This design comes from an exercise in tuning for small area and a short achievable clock period on the open sky130 flow, not from production work. In this exercise RTL edits were held to simulation tests only and were not proved equivalent to the original. Power is estimated from default activity; no workload was simulated.

==> flow/design.v, too long to show whole: its modules and the start of the top module <==
// module pipe_mul: 4351 lines
// module pm_fa: 10 lines
// module pm_ha: 9 lines
module pipe_mul #(
    parameter int XLEN   = 32,
    parameter int STAGES = 4,
    parameter int TAG_W  = 4
) (
    input  logic                clk_i,
    input  logic                rst_i,
    input  logic                req_i,
    input  logic                flush_i,
    input  logic [1:0]          op_i,
    input  logic [XLEN-1:0]     a_i,
    input  logic [XLEN-1:0]     b_i,
    input  logic [TAG_W-1:0]    tag_i,
    output logic                ready_o,
    output logic [XLEN-1:0]     result_o,
    output logic [2*XLEN-1:0]   product_o,
    output logic [TAG_W-1:0]    tag_o,
    output logic                busy_o
);
  // ...
==> flow/flow/run.sh <==
#!/bin/bash
# Standard layout, with plain buffers on the ports.
cp standard.sh standard_sh.txt
export BUFFER_PORTS_ARGS="-buffer_cell sky130_fd_sc_hd__buf_2"
bash standard.sh > standard.log 2>&1
==> flow/standard.sh <==
#!/bin/bash
# synth_recipe.tcl (not shown) runs the flow's synth.tcl, then flattens the netlist and writes it again
# the make line also repeats each setting of config.mk as NAME=value (left out here)
make -C /OpenROAD-flow-scripts/flow DESIGN_CONFIG=/design/flow/config.mk WORK_HOME=/design/flow/orfs CLKGATE_MAP_FILE= SYNTH_SCRIPT=/design/flow/synth_recipe.tcl "${@:-finish}"
==> flow/config.mk <==
export PLATFORM = sky130hd
export DESIGN_NAME = pipe_mul
export DESIGN_NICKNAME = pipe_mul
export VERILOG_FILES = /design/flow/design.v
export SDC_FILE = /design/flow/constraint.sdc
export NUM_CORES = 4
export LEC_CHECK = 0
export ABC_AREA = 1
export CAP_MARGIN = 20
export CORE_MARGIN = 2
export CORE_UTILIZATION = 40
export SETUP_SLACK_MARGIN = 5
export SLEW_MARGIN = 20
export SYNTH_HIERARCHICAL = 1
==> flow/constraint.sdc <==
create_clock -name core_clock -period 8.5 [get_ports {clk_i}]
set_input_delay 1.7000 -clock core_clock [delete_from_list [all_inputs] [get_ports {clk_i}]]
set_output_delay 1.7000 -clock core_clock [all_outputs]
set_load 0.01 [all_outputs]
==> out/metrics.json, run 1 <==
{
  "clockRootBuffer": {"value": "sky130_fd_sc_hd__clkbuf_16"},
  "min_from": {"value": "r_tag[2][2]"},
  "ir_worst_vdd": {"value": 0.445, "unit": "mV"},
  "diodes": {"value": 0},
  "combinationalPowerShare": {"value": 64.8, "unit": "%"},
  "mostFrequentLayoutCell": {"value": "sky130_fd_sc_hd__xor2_1"},
  "dominant_power_group": {"value": "combinational cells"},
  "timing.critical_path.mode_cell": {"value": "sky130_fd_sc_hd__fa_2"},
  "hold_viol_final": {"value": 0},
  "critical_path.endpoint_type": {"value": "flip-flop"},
  "clkSinkCount": {"value": 494},
  "multi_input_area": {"value": 23200, "unit": "sq um"},
  "synth_mux_area_share": {"value": 0.486, "unit": "%"},
  "area.sequential": {"value": 9920, "unit": "sq um"},
  "design.die.area": {"value": 89200, "unit": "sq um"},
  "synthTopCellsByArea": {"value": "sky130_fd_sc_hd__fa_1 (29%), sky130_fd_sc_hd__dfxtp_1 (28%), sky130_fd_sc_hd__xor2_1 (14%)"},
  "post_synth_edffs": {"value": 0},
  "drt-met1-wl": {"value": 47.3, "unit": "mm"},
  "timing.max_slew.rel_slack": {"value": 32.6, "unit": "%"},
  "endpoint_required_time_on_the_critical_path": {"value": 9.08, "unit": "ns"},
  "final-nonclk-buf-share": {"value": 3.90, "unit": "%"},
  "worst_path_max_delay_cell": {"value": "sky130_fd_sc_hd__fa_2"},
  "p_int": {"value": 9.30, "unit": "mW"},
  "layout-drive-gt1-share": {"value": 14.9, "unit": "%"},
  "post_route_clock_period_utilization": {"value": 42.0, "unit": "%"},
  "multi_input_area_share": {"value": 59.3, "unit": "%"},
  "n_tap_cell": {"value": 1155},
  "met2_capacity_usage_during_global_routing": {"value": 37.6, "unit": "%"},
  "grt_busiest_layer": {"value": "met2"},
  "flip_flop_and_latch_count_after_synthesis": {"value": 494},
  "dominantRegCellSynth": {"value": "sky130_fd_sc_hd__dfxtp_1"},
  "final.fill_count": {"value": 8178},
  "sequential_cell_power_consumption": {"value": 3.46, "unit": "mW"},
  "timing.hold.ws": {"value": 0.321, "unit": "ns"},
  "syn_to_final_growth": {"value": 12.5, "unit": "%"},
  "comb_power": {"value": 11.0, "unit": "mW"},
  "inv_count": {"value": 264},
  "timing.final.max_slew_violations": {"value": 0},
  "clock_tree_from_tritoncts": {"value": "done"},
  "r2r_setup_slack": {"value": 4.93, "unit": "ns"},
  "nMultiInputCombCells": {"value": 2308},
  "post_synthesis_compound_gate_area_fraction": {"value": 12.8, "unit": "%"},
  "outcome": {"value": "timing/DRC/antenna clean"}
}
==> run 2, diff against run 1 <==
==> flow/run.sh (new file) <==
#!/bin/bash
# synth_recipe.tcl (not shown) runs the flow's synth.tcl, then flattens the netlist and writes it again
# the make line also repeats each setting of config.mk as NAME=value (left out here)
make -C /OpenROAD-flow-scripts/flow DESIGN_CONFIG=/design/flow/config.mk WORK_HOME=/design/flow/orfs CLKGATE_MAP_FILE= SYNTH_SCRIPT=/design/flow/synth_recipe.tcl finish
removed: flow/flow/run.sh
removed: flow/standard.sh
==> run 2 against run 1 <==
Non-clock buffer count shrank 4; sequential share of layout area down 0.56 points; register-to-register slack worse by 0.05 ns; sequential power hardly changed; highest routed layer unchanged.
==> out/metrics.json, run 2 <==
{
  "timing.critical_path.mode_cell": {"value": "sky130_fd_sc_hd__fa_2"},
  "flip_flop_and_latch_count_after_synthesis": {"value": 494, "change": "unchanged"},
  "post-route-drc-count": {"value": 0},
  "rsz0062_at_grt": {"value": "yes"},
  "worst-path-max-fanout": {"value": 3},
  "post_synth_edffs": {"value": 0, "change": "unchanged"},
  "grt_pass1_wl": {"value": 167, "unit": "mm"},
  "fin_setup_tns": {"value": 0, "unit": "ns"},
  "synth_fp_nets": {"value": 4046},
  "clk-insertion-delay-late": {"value": 0.66, "unit": "ns"},
  "clkSinkCount": {"value": 494, "change": "unchanged"},
  "die_h": {"value": 299, "unit": "um"},
  "syn_to_final_growth": {"value": 15.0, "unit": "%"},
  "grt_busiest_layer": {"value": "met2"},
  "drt_iter0_markers": {"value": 2585},
  "initial_core_util": {"value": 40.2, "unit": "%"},
  "placed_cells_incl_taps": {"value": 4448},
  "io-pin-count": {"value": 176},
  "first_global_vias": {"value": 25800},
  "finalClockSkew": {"value": 0.0478, "unit": "ns"},
  "combinationalPowerShare": {"value": 65.5, "unit": "%", "change": "+0.7 points"},
  "detail_route.vias_per_cell": {"value": 5.58},
  "dpl_cell_area": {"value": 37300, "unit": "sq um"},
  "postLayoutCoreUtil": {"value": 46.2, "unit": "%"},
  "timing.final.ws_setup": {"value": 4.88, "unit": "ns"},
  "critical_path.n_buffers_inverters": {"value": 3},
  "wirelength": {"value": 112, "unit": "mm"},
  "synth.distinct_cells": {"value": 38},
  "critPathKind": {"value": "reg2reg"},
  "p_int": {"value": 9.41, "unit": "mW", "change": "+1.2%"},
  "layout_net_count": {"value": 4091},
  "dominantRegCellSynth": {"value": "sky130_fd_sc_hd__dfxtp_1"},
  "placement_rows": {"value": 108},
  "most_flop_heavy_register": {"value": "product_o"},
  "power.total": {"value": 17.2, "unit": "mW"},
  "grt.met3_usage": {"value": 6.98, "unit": "%"},
  "wl_per_cell": {"value": 24.5, "unit": "um"},
  "synth.top_cell.area_share": {"value": 28.7, "unit": "%"},
  "seq_power_share": {"value": 20.0, "unit": "%"},
  "antenna_found_initial": {"value": 6},
  "use_met1": {"value": 33.7, "unit": "%"},
  "buffer_ports.inserted": {"value": 175},
  "cts_inserted_buffers": {"value": 55},
  "r2r_setup_slack": {"value": 4.88, "unit": "ns", "change": "-0.05 ns"},
  "clk_transition_reported_paths": {"value": 0.06, "unit": "ns"},
  "holdPathEnd": {"value": "r2_r1_b_i_27"},
  "post-synth-top-count-cell": {"value": "sky130_fd_sc_hd__xor2_1"},
  "clockRootBuffer": {"value": "sky130_fd_sc_hd__clkbuf_16"},
  "largest_register_ff_count": {"value": 64},
  "outcome": {"value": "timing/DRC/antenna clean"},
  "post_route_clock_period_utilization": {"value": 42.6, "unit": "%", "change": "+0.59 points"},
  "hold_viol_final": {"value": 0, "change": "unchanged"},
  "async_flop_share": {"value": 0, "unit": "%"},
  "critical_path.endpoint_type": {"value": "flip-flop"},
  "cts-root-to-sink-buffers": {"value": 3},
  "min_from": {"value": "r1_b_i_27"},
  "met2_capacity_usage_during_global_routing": {"value": 37.5, "unit": "%", "change": "-0.061 points"},
  "finalNonFillerCells": {"value": 4575},
  "preCtsSetupSlack": {"value": 4.11, "unit": "ns"},
  "min_path_type": {"value": "reg2reg"},
  "worst_path_max_delay_cell": {"value": "sky130_fd_sc_hd__fa_2"},
  "timing.final.max_slew_violations": {"value": 0, "change": "unchanged"},
  "design.die.area": {"value": 89200, "unit": "sq um", "change": "unchanged"},
  "critical-path-top-delay-family": {"value": "adder cells"},
  "core-area": {"value": 86500, "unit": "sq um"},
  "chipWidth": {"value": 299, "unit": "um"},
  "grt_start_max_net_pins": {"value": 98},
  "worstPathArrival": {"value": 4.22, "unit": "ns"},
  "reg2regPathDepth": {"value": 17},
  "timing.hold.ws": {"value": 0.318, "unit": "ns", "change": "-0.00385 ns"},
  "cp-start-kind": {"value": "flip-flop"},
  "power_density": {"value": 431, "unit": "nW/um^2"},
  "syn-cell-area": {"value": 34700, "unit": "sq um"},
  "layout-drive-gt1-share": {"value": 9.57, "unit": "%", "change": "-5.3 points"},
  "drtPass1Iterations": {"value": 5},
  "fraction_of_the_yosys_area_taken_by_sequential_cells": {"value": 28.5, "unit": "%"},
  "setup_viol": {"value": 0},
  "leakage": {"value": 16.8, "unit": "nW"},
  "power_switching_share": {"value": 45.3, "unit": "%"},
  "synthCells": {"value": 3330},
  "detailedPlacementHpwl": {"value": 78.5, "unit": "mm"},
  "groute.usage.overall": {"value": 24.7, "unit": "%"},
  "max-cap-violations": {"value": 0},
  "globalplace.congestion": {"value": 0.890},
  "rr_endpoint": {"value": "result_o[12]"},
  "final_cell_mix": {"value": "sky130_fd_sc_hd__xor2_1 (548), sky130_fd_sc_hd__o22ai_1 (512), sky130_fd_sc_hd__fa_1 (481)"},
  "reg2reg_from": {"value": "r3_w1377"},
  "synthDominantAreaCellType": {"value": "sky130_fd_sc_hd__fa_1"},
  "min_period": {"value": 3.62, "unit": "ns"},
  "htree_levels": {"value": 2},
  "synth.top_cells.by_count": {"value": "sky130_fd_sc_hd__xor2_1 (559), sky130_fd_sc_hd__o22ai_1 (512), sky130_fd_sc_hd__fa_1 (499)"},
  "power.clock.fraction": {"value": 14.4, "unit": "%"},
  "clock_tree_from_tritoncts": {"value": "done"},
  "grt_remaining_overflow": {"value": 0},
  "drtAntennaViolNets": {"value": 0},
  "worst_hold_path.num_cells": {"value": 0},
  "worst_pin_slew": {"value": 1.01, "unit": "ns"},
  "p_switching": {"value": 7.81, "unit": "mW"},
  "timing.max_slew.rel_slack": {"value": 32.0, "unit": "%", "change": "-0.59 points"},
  "ir_worst_vdd": {"value": 0.378, "unit": "mV", "change": "-15%"},
  "slowest_delay": {"value": 0.58, "unit": "ns"},
  "layout.cell_area.non_filler": {"value": 40000, "unit": "sq um"},
  "worstPathCellList": {"value": "fa_2 -> fa_2 -> ha_4 -> a21o_1 -> nor2_1 -> nand2_1 -> a21oi_4 -> nand2_4 -> buf_4 -> buf_6 -> a31o_4 -> fa_2 -> xor2_4 -> nand2_1 -> o211ai_1 -> o211ai_1 -> inv_1"},
  "yosysWarnings": {"value": 8},
  "endpoint_required_time_on_the_critical_path": {"value": 9.10, "unit": "ns", "change": "+0.02 ns"},
  "mostFrequentLayoutCell": {"value": "sky130_fd_sc_hd__xor2_1"},
  "dr_total_vias": {"value": 25500},
  "top_regs": {"value": "product_o x64, result_o x32, r_tag x12"},
  "synthTopCellsByArea": {"value": "sky130_fd_sc_hd__fa_1 (29%), sky130_fd_sc_hd__dfxtp_1 (28%), sky130_fd_sc_hd__xor2_1 (14%)"},
  "avgSynthCellArea": {"value": 10.4, "unit": "sq um"},
  "max_frequency": {"value": 0.276, "unit": "GHz"}
}
run 2: timing repair:
item,in CTS,in global routing
pin swaps,21,27
endpoints found under the setup margin,136,123
setup buffers,11,14
hold buffers,0,0
resized for setup,78,63
endpoints found under the hold margin,0,0
run 2: routing by layer:
layer	vias up	wire [um]
met4	4	4150
met1	12700	46600
li1	11100	-
met3	228	12200
met2	1475	49000
met5	-	32
run 2: worst max path at each step:
| stage | from | end | depth (start not counted) |
|---|---|---|---|
| 2_1_floorplan | r3_w1377 | result_o[24] | 20 |
| 5_1_grt | r3_w1377 | result_o[24] | 19 |
| 3_3_place_gp | flush_i | product_o[63] | 8 |
| 6_report | r3_w1377 | result_o[12] | 17 |
| 3_5_place_dp | flush_i | product_o[18] | 8 |
| 4_1_cts | r3_w1377 | result_o[16] | 16 |
run 2: cells by family after synthesis:
logic type / share of synthesized area [%]
AOI/OAI and AO/OA: 12.8
DFF: 28.5
and+or+nand+nor: 4.19
buffers and inverters: 5.80
xor gates and xnor gates: 14.4
adders and majority gates: 33.9
muxes: 0.486
run 2: area by class of cell:
cell class | count | area [sq um]
inverter | 263 | 1090
fill | 8122 | 46500
tap | 1155 | 1450
timing repair buffer | 253 | 2370
multi-input combinational | 2308 | 23200
clock inverter | 26 | 398
clock buffer | 74 | 1520
antenna | 2 | 5.00
sequential | 494 | 9920
run 2: power groups by stage:
stage	Combinational (mW)	Clock [mW]	Sequential (mW)
after floorplan	6.08	0	3.38
after global placement	9.92	0	3.49
after detailed placement	10.0	0	3.50
after CTS	10.6	2.55	3.45
after global routing	12.3	2.64	3.51
final	11.3	2.49	3.45
run 2: modules after synthesis, one instance, submodules excluded:
module | flops+latches | cell area, sq um | cells | copies in the design
pm_ha | 0 | 12.5 | 1 | 76
pm_fa | 0 | 20.0 | 1 | 472
pipe_mul | 494 | 24300 | 2782 | 1

afterwards: timing with drivers on the ports:
The flow's constraints put no driver on any port. The routed layouts listed below were extracted and timed again, unchanged, in two steps. Step 1 sets driving cells, clkbuf_16 on the clock port and buf_2 on the other inputs (assumed; they add their load-dependent delay and slew). Step 2 also shifts input and output timing later by t, the mid clock arrival at the registers, as if the neighbouring blocks saw the same clock. Slacks: ideal ports / drivers / drivers and shift; pairs: ideal ports / drivers.
run	shift t [ns]	setup slack, ns	worst register clock-pin slew, ns	worst data-port slew with drivers (ns)	pins driven straight from the clock port
run 1	0.696	4.926 / 4.926 / 4.588	0.07 / 0.07	0.17	1
run 2	0.695	4.876 / 4.876 / 4.445	0.07 / 0.07	0.16	1
After both steps every run listed still meets setup and hold. For run 2, which loses most, drivers alone change the setup slack by 0.000 ns; drivers and shift together by -0.431 ns.
